Background: an optimization exercise with open tools, aiming at a short achievable clock period and few clock cycles per item. Do not read the settings as production practice. Only simulation tests tie the RTL to the original design; equivalence was not proved. Power and IR drop assume default switching activity.

==> flow/config.mk <==
export PLATFORM = sky130hd
export DESIGN_NAME = rtype_exec_unit
export DESIGN_NICKNAME = rtype_exec_unit
export VERILOG_FILES = /design/flow/design.v
export SDC_FILE = /design/flow/constraint.sdc
export NUM_CORES = 8
export LEC_CHECK = 0
export CAP_MARGIN = 20
export CORE_MARGIN = 2
export CORE_UTILIZATION = 25
export PLACE_DENSITY = 0.35
export SLEW_MARGIN = 20
==> flow/constraint.sdc <==
create_clock -name core_clock -period 8.0 [get_ports {clk}]
set_input_delay 1.6000 -clock core_clock [delete_from_list [all_inputs] [get_ports {clk}]]
set_output_delay 1.6000 -clock core_clock [all_outputs]
set_load 0.01 [all_outputs]
==> flow/design.v <==
package rtype_pkg;
    typedef enum logic [3:0] {
        ADD  = 4'd0,
        SUB  = 4'd1,
        SLL  = 4'd2,
        SLT  = 4'd3,
        SLTU = 4'd4,
        XOR  = 4'd5,
        SRL  = 4'd6,
        SRA  = 4'd7,
        OR   = 4'd8,
        AND  = 4'd9
    } alu_op_e;
    typedef enum logic [2:0] {IDLE, DECODE, EXEC, WB, TRAP} state_e;
    localparam logic [6:0] OPC_RTYPE = 7'b0110011;
    localparam logic [6:0] F7_BASE   = 7'h00;
    localparam logic [6:0] F7_ALT    = 7'h20;
    function automatic logic rtype_legal(input logic [31:0] ins);
        rtype_legal = ins[6:0] == OPC_RTYPE &&
               (ins[31:25] == F7_BASE ||
                (ins[31:25] == F7_ALT && (ins[14:12] == 3'b000 || ins[14:12] == 3'b101)));
    endfunction
    function automatic logic [3:0] rtype_op(input logic [2:0] f3, input logic alt);
        case (f3)
            3'b000:  rtype_op = alt ? SUB : ADD;
            3'b001:  rtype_op = SLL;
            3'b010:  rtype_op = SLT;
            3'b011:  rtype_op = SLTU;
            3'b100:  rtype_op = XOR;
            3'b101:  rtype_op = alt ? SRA : SRL;
            3'b110:  rtype_op = OR;
            default: rtype_op = AND;
        endcase
    endfunction
endpackage
module rtype_regfile #(
    parameter int XLEN = 32,
    parameter int NREG = 32,
    parameter int AW   = $clog2(NREG)
) (
    input  logic            clk,
    input  logic            rst,
    input  logic [AW-1:0]   a_addr,
    output logic [XLEN-1:0] a_data,
    input  logic [AW-1:0]   b_addr,
    output logic [XLEN-1:0] b_data,
    input  logic [AW-1:0]   d_addr,
    output logic [XLEN-1:0] d_data,
    input  logic            we,
    input  logic [AW-1:0]   waddr,
    input  logic [XLEN-1:0] wdata
);
    logic [XLEN-1:0] rf [1:NREG-1];
    always_ff @(posedge clk or posedge rst) begin
        if (rst) begin
            for (int i = 1; i < NREG; i++) rf[i] <= '0;
        end else if (we && waddr != '0) begin
            rf[waddr] <= wdata;
        end
    end
    assign a_data = a_addr == '0 ? '0 : rf[a_addr];
    assign b_data = b_addr == '0 ? '0 : rf[b_addr];
    assign d_data = d_addr == '0 ? '0 : rf[d_addr];
endmodule
import rtype_pkg::*;
module rtype_seq_ctrl
#(
    parameter int XLEN    = 32,
    parameter int NREG    = 32,
    parameter int ALU_LAT = 1
) (
    input  logic            clk,
    input  logic            rst,
    input  logic            instr_valid,
    output logic            instr_ready,
    input  logic [31:0]     instruction,
    input  logic            cfg_we,
    input  logic [4:0]      cfg_addr,
    input  logic [XLEN-1:0] cfg_wdata,
    output logic [XLEN-1:0] dbg_rdata,
    output logic [3:0]      alu_op,
    output logic [XLEN-1:0] alu_a,
    output logic [XLEN-1:0] alu_b,
    input  logic [XLEN-1:0] alu_y,
    output logic            wb_valid,
    input  logic            wb_ready,
    output logic [4:0]      wb_rd,
    output logic [XLEN-1:0] wb_data,
    output logic            illegal,
    output logic [15:0]     retired
);
    localparam int CW = (ALU_LAT > 1) ? $clog2(ALU_LAT) : 1;
    localparam logic TRAP_EN = 1'b0;
    rtype_pkg::state_e state;
    rtype_pkg::state_e nxt;
    logic [31:0]     ir;
    logic [CW-1:0]   cnt;
    logic            legal, last, dec_ill, rf_we;
    logic [4:0]      rf_wa;
    logic [XLEN-1:0] rf_wd, rs1_data, rs2_data, dbg_d;
    assign legal   = rtype_pkg::rtype_legal(ir);
    assign last    = cnt == CW'(ALU_LAT - 1);
    assign dec_ill = state == DECODE && !legal;
    rtype_regfile #(.XLEN(XLEN), .NREG(NREG)) u_rf (
        .clk    (clk),
        .rst    (rst),
        .a_addr (ir[19:15]),
        .a_data (rs1_data),
        .b_addr (ir[24:20]),
        .b_data (rs2_data),
        .d_addr (cfg_addr),
        .d_data (dbg_d),
        .we     (rf_we),
        .waddr  (rf_wa),
        .wdata  (rf_wd)
    );
    always_ff @(posedge clk or posedge rst) begin
        if (rst) state <= IDLE;
        else     state <= nxt;
    end
    always_comb begin
        nxt = state;
        case (state)
            IDLE:    nxt = instr_valid ? DECODE : IDLE;
            DECODE:  nxt = legal ? EXEC : (TRAP_EN ? TRAP : IDLE);
            EXEC:    nxt = last ? WB : EXEC;
            WB:      nxt = wb_ready ? IDLE : WB;
            TRAP:    nxt = TRAP;
            default: nxt = IDLE;
        endcase
    end
    always_comb begin
        instr_ready = state == IDLE && !rst;
        rf_we       = (state == IDLE && cfg_we) || (state == EXEC && last);
        rf_wa       = state == EXEC ? ir[11:7] : cfg_addr;
        rf_wd       = state == EXEC ? alu_y : cfg_wdata;
    end
    always_ff @(posedge clk or posedge rst) begin
        if (rst) begin
            ir       <= '0;
            cnt      <= '0;
            alu_op   <= ADD;
            alu_a    <= '0;
            alu_b    <= '0;
            wb_valid <= 1'b0;
            wb_rd    <= '0;
            wb_data  <= '0;
            illegal  <= 1'b0;
            retired  <= '0;
            dbg_rdata <= '0;
        end else begin
            dbg_rdata <= dbg_d;
            illegal <= TRAP_EN ? (illegal | dec_ill) : dec_ill;
            if (state == IDLE && instr_valid) ir <= instruction;
            if (state == DECODE) begin
                cnt <= '0;
                if (legal) begin
                    alu_a  <= rs1_data;
                    alu_b  <= rs2_data;
                    alu_op <= rtype_pkg::rtype_op(ir[14:12], ir[30]);
                end
            end
            if (state == EXEC) begin
                cnt <= cnt + CW'(1);
                if (last) begin
                    wb_data  <= alu_y;
                    wb_rd    <= ir[11:7];
                    wb_valid <= 1'b1;
                    retired  <= retired + 16'd1;
                end
            end
            if (state == WB && wb_ready) wb_valid <= 1'b0;
        end
    end
endmodule
import rtype_pkg::*;
module rtype_alu
#(
    parameter int XLEN = 32
) (
    input  logic [3:0]      op,
    input  logic [XLEN-1:0] a,
    input  logic [XLEN-1:0] b,
    output logic [XLEN-1:0] y
);
    logic [4:0] sh;
    assign sh = b[4:0];
    always_comb begin
        case (op)
            ADD:     y = a + b;
            SUB:     y = a - b;
            SLL:     y = a << sh;
            SLT:     y = {{(XLEN-1){1'b0}}, $signed(a) < $signed(b)};
            SLTU:    y = {{(XLEN-1){1'b0}}, a < b};
            XOR:     y = a ^ b;
            SRL:     y = a >> sh;
            SRA:     y = $signed(a) >>> sh;
            OR:      y = a | b;
            AND:     y = a & b;
            default: y = '0;
        endcase
    end
endmodule
module rtype_exec_unit (
    input  logic        clk,
    input  logic        rst,
    input  logic        instr_valid,
    output logic        instr_ready,
    input  logic [31:0] instruction,
    input  logic        cfg_we,
    input  logic [4:0]  cfg_addr,
    input  logic [31:0] cfg_wdata,
    output logic [31:0] dbg_rdata,
    output logic        wb_valid,
    input  logic        wb_ready,
    output logic [4:0]  wb_rd,
    output logic [31:0] wb_data,
    output logic        illegal,
    output logic [15:0] retired
);
    logic [3:0]  alu_op;
    logic [31:0] alu_a, alu_b, alu_y;
    rtype_seq_ctrl #(.XLEN(32), .NREG(32), .ALU_LAT(1)) u_ctrl (
        .clk         (clk),
        .rst         (rst),
        .instr_valid (instr_valid),
        .instr_ready (instr_ready),
        .instruction (instruction),
        .cfg_we      (cfg_we),
        .cfg_addr    (cfg_addr),
        .cfg_wdata   (cfg_wdata),
        .dbg_rdata   (dbg_rdata),
        .alu_op      (alu_op),
        .alu_a       (alu_a),
        .alu_b       (alu_b),
        .alu_y       (alu_y),
        .wb_valid    (wb_valid),
        .wb_ready    (wb_ready),
        .wb_rd       (wb_rd),
        .wb_data     (wb_data),
        .illegal     (illegal),
        .retired     (retired)
    );
    rtype_alu #(.XLEN(32)) u_alu (
        .op (alu_op),
        .a  (alu_a),
        .b  (alu_b),
        .y  (alu_y)
    );
endmodule
==> flow/run.sh <==
#!/bin/bash
# synth_recipe.tcl (not shown) runs the flow's synth.tcl, then flattens the netlist and writes it again
# the make line also repeats each setting of config.mk as NAME=value (left out here)
make -C /OpenROAD-flow-scripts/flow DESIGN_CONFIG=/design/flow/config.mk WORK_HOME=/design/flow/orfs CLKGATE_MAP_FILE= SYNTH_SCRIPT=/design/flow/synth_recipe.tcl finish
==> metrics.md <==
| Metric | Value |
|---|---|
| Via count | 76,250 |
| Ys flop type | dfrtp_1 |
| Leak | 32.02 nW |
| Vias in the first global route | 70,300 |
| Worst Path Buf+Inv | 2 |
| CTS Buffer Depth | 4 |
| Largest net degree at the start of global routing | roughly 150 |
| Syn avg cell area | 9.162 µm² |
| Top cell type by total area after synthesis | dfrtp_1 |
| Detail Route Antenna Nets | 0 |
| Vias per inst | ~6.8 |
| Slew HR | 6.981% |
| Maximum clock frequency | roughly 0.18 GHz |
| # IOs | 162 |
| Synth Register Bits | roughly 1,200 |
| Synth cell count leaders | dfrtp_1 (1,183), nand2_1 (1,023), o21ai_0 (881) |
| Drt first pass iters | 13 |
| TritonCTS buffer count | approximately 160 |
| Power density over the cells | 250.5 nW/µm² |
| Crit. End Element | flop |
| Max cap viols | 0 |
| Initial Util | between 20 and 30% |
| Synth Cell Area | 69,150 µm² |
| Max-slew violations | 0 |
| Die area | around 280,000 µm² |
| Remaining DRCs | 0 |
| Max stage delay on crit path | 730 ps |
| Core Area | 275,800 µm² |
| CP top delay family | compound AO/OA/AOI/OAI gates |
| H-tree levels | 4 |
| Initial DRC Count | 14,680 |
| Chip height | 529.9 µm |
| CTS tree | built |
| Worst path slowest cell | dfrtp_1 |
| CTS Hold Bufs | 0 |
| Outcome | finished clean |
| RSZ-0062 raised after global routing | false |
| Crit Path Class | flop to flop |
| Seq/Total Area, Yosys | 42.81% |
| Post-route clock period utilization | 69.36% |
| Port bufs | roughly 160 |
| Syn nets | 7,724 |
| Critical Path AT | 6220 ps |
| Async S/R FF share, synth | 100.0% |
| Setup Viol. Count Final | 0 |
| Most common cell in the netlist | dfrtp_1 |
| Fin util | 29.58% |
| Share of layout cells above drive strength 1 | 14.81% |
| Worst Max-Slew Pin Slew | 1395 ps |
| Layout area overhead | 17.97% |
| Grt ovf | 0 |
| Setup bufs post-CTS | 0 |
| Maximum vdd drop | 0.0001480 V |
| Filler cell count | between 20,000 and 30,000 |
| Initial antenna violation count | 93 |
| Post-detail-place hpwl | between 300 and 400 mm |
| CTS-repair resized insts | 0 |
| Tmin final | 5549 ps |
| First-pass GRT wire length | 690.5 mm |
| Setup TNS | 0 ps |
| Final Skew | 95.35 ps |
| Worst path required time | 8670 ps |
| Synth warn | 4 |
| Die X | around 530 µm |
| Crit start category | flop |
| Crit path cell chain | inv_1 > ha_1 > nand2b_1 > a2111o_1 > a311o_1 > a211oi_2 > o31ai_1 > a2111oi_2 > mux2i_1 > a211oi_4 > buf_4 > o31ai_1 |
| CTS Sinks | 1,183 |
| Hold Crit Class | flop to flop |
| DR WL/cell | between 40 and 50 µm |
| Yosys top cell area share | 42.81% |
| Final Hold Viols | 0 |
| Clock latency on the worst-skew pair | 900 ps |
| Post-synth cell types | 86 |
| Critical path peak fanout | 31 |
| Placer Congestion | approximately 0.96 |
| Row count | roughly 190 |
| Clk slew on worst S/H paths | 60 ps |
| Routed wire length | 525.4 mm |
| Final net count | 7,611 |
| Synth area leaders | dfrtp_1 (43%), o21ai_0 (6.4%), a22oi_1 (5.6%), nand2_1 (5.6%), a221oi_1 (4.9%) |
| Cells after Synth | 7,547 |
| CTS Root Buffer Type | clkbuf_16 |
| GR Util All Layers | 36.34% |
| CP most frequent cell | o31ai_1 |
| Post-synth EDFFs | 0 |
==> state kept, by name, summed over array words and instances, names as in the netlist <==
signal            cells
u_ctrl.wb_valid       1
u_ctrl.u_rf.rf      992
u_ctrl.illegal        1
u_ctrl.retired       16
u_ctrl.dbg_rdata     32
u_ctrl.alu_a         32
u_ctrl.ir            32
u_ctrl.wb_data       32
u_ctrl.alu_b         32
u_ctrl.wb_rd          5
u_ctrl.state          3
u_ctrl.cnt            1
u_ctrl.alu_op         4
==> cells in the final DEF (no fill, tap or decap), types with 19 or more instances in the layout <==
cell and n:
mux2i_1 37, buf_4 298, dfrtp_1 1179, o211ai_1 29, a22o_1 379, a21oi_1 293
nor2b_1 22, a221oi_1 390, o31ai_1 117, nand4_1 206, nand2_2 31, inv_1 101
clkbuf_1 35, clkbuf_8 27, o22ai_1 20, ha_1 101, a21o_1 19, clkdlybuf4s50_1 160
mux2_2 267, a31oi_1 23, a41oi_1 34, a211oi_1 29, diode_2 48, nor2_1 255
a222oi_1 97, mux4_2 72, nand3_1 137, clkbuf_16 161, o21ai_0 870, a22oi_1 517
nand2_1 992, nor2_4 101, nand2b_1 34, nor3_1 114
==> path summary, 6_finish.rpt <==
path	startpoint	endpoint	slack [ps]	cells after the start
setup / recovery	u_ctrl.alu_a[2]	u_ctrl.u_rf.rf[22][26]	2450	12
hold / removal	u_ctrl.retired[15]	u_ctrl.retired[15]	480	1
setup reg to reg	u_ctrl.alu_a[2]	u_ctrl.u_rf.rf[22][26]	2450	12
hold reg to reg	u_ctrl.retired[15]	u_ctrl.retired[15]	480	1
max in group asynchronous	rst	u_ctrl.u_rf.rf[21][20]	4840	4
min in group asynchronous	rst	u_ctrl.u_rf.rf[1][6]	1280	2
==> area by class of cell <==
class | count | area [µm²] | share of cell area (%)
Antenna cell | 48 | 120.1 | 0.1472
Multi-Input combinational cell | 5507 | 37420 | 45.88
Tap cell | 3705 | 4636 | 5.683
Sequential cell | 1183 | 29610 | 36.30
Inverter | 104 | 394.1 | 0.4832
Clock buffer | 223 | 4532 | 5.556
Clock inverter | 43 | 600.6 | 0.7362
Timing Repair Buffer | 480 | 4255 | 5.217
==> metrics by stage <==
stage	cells	power (mW)	worst slack, ps	hold slack (ps)	cell area (µm²)
3_3_place_gp	10970	12.81	2311	462.6	76080
2_1_floorplan	7547	10.04	-9938	471.5	69150
6_report	11290	20.44	2451	475.4	81570
4_1_cts	11240	20.19	2593	485.7	81410
5_1_grt	11250	20.94	2345	515.0	81470
3_5_place_dp	10980	12.81	2471	466.3	76280
==> worst reg2reg max path: cells and delay by family, from the launching register on <==
family,cells,cell delay [ps]
AO/OA/AOI/OAI,7,3080
adder cells (fa/ha/maj),1,440
AND/OR/NAND/NOR,1,220
buffers and inverters,2,590
flip-flops,1,730
multiplexers,1,270
==> power by group <==
part / internal (mW) / switching (mW) / leakage, nW
combinational: 1.26 / 2.54 / 13.9
clock: 4.37 / 3.00 / 2.50
sequential: 7.21 / 2.06 / 15.6
==> kinds of logic after synthesis <==
logic type | Yosys count | share of synthesized area [%]
AOI/OAI and AO/OA | 2978 | 30.07
xor gates and xnor gates | 20 | 0.2533
adders and majority gates | 103 | 1.885
buffers and inverters | 857 | 4.775
DFF | 1183 | 42.81
muxes | 380 | 7.287
and+or+nand+nor | 2026 | 12.91
==> metal layers <==
| metal | track usage [%] | share of wire, % | vias to the layer above |
|---|---|---|---|
| li1 | - | - | 28770 |
| met1 | 46.81 | 40 | 38330 |
| met2 | 51.05 | 41 | 6901 |
| met3 | 13.74 | 12 | 2181 |
| met4 | 21.83 | 7.4 | 60 |
| met5 | 0.6154 | 0.10 | - |
Testbench counts, summed over its fixed seeds: cycles 12,800, items 3,200.

==> afterwards: timing with drivers on the ports <==
The results above use ideal ports. As a check the final layout listed here was re-extracted and re-timed, cells and wires unchanged.
Step 1 sets driving cells, clkbuf_16 on the clock port and buf_2 on the other inputs (assumed; they add their load-dependent delay and slew).
Step 2 times the ports against the registers' clock, not the clock port: input delays grow and output delays shrink by t, the midpoint of the rising clock arrivals with the driver on.
a / b / c = ideal / step 1 / step 2; a / b = the first two.
t, ns: 0.960
setup WS [ns]: 2.451 / 2.451 / 2.179
clock arrival spread, ns: 0.096 / 0.096
slew at the worst register clock pin (ns): 0.07 / 0.07
cell pins on the clock port's net: 1
After both steps setup and hold are still met in this run. For this run, drivers alone change the setup slack by 0.000 ns; drivers and shift together by -0.272 ns.
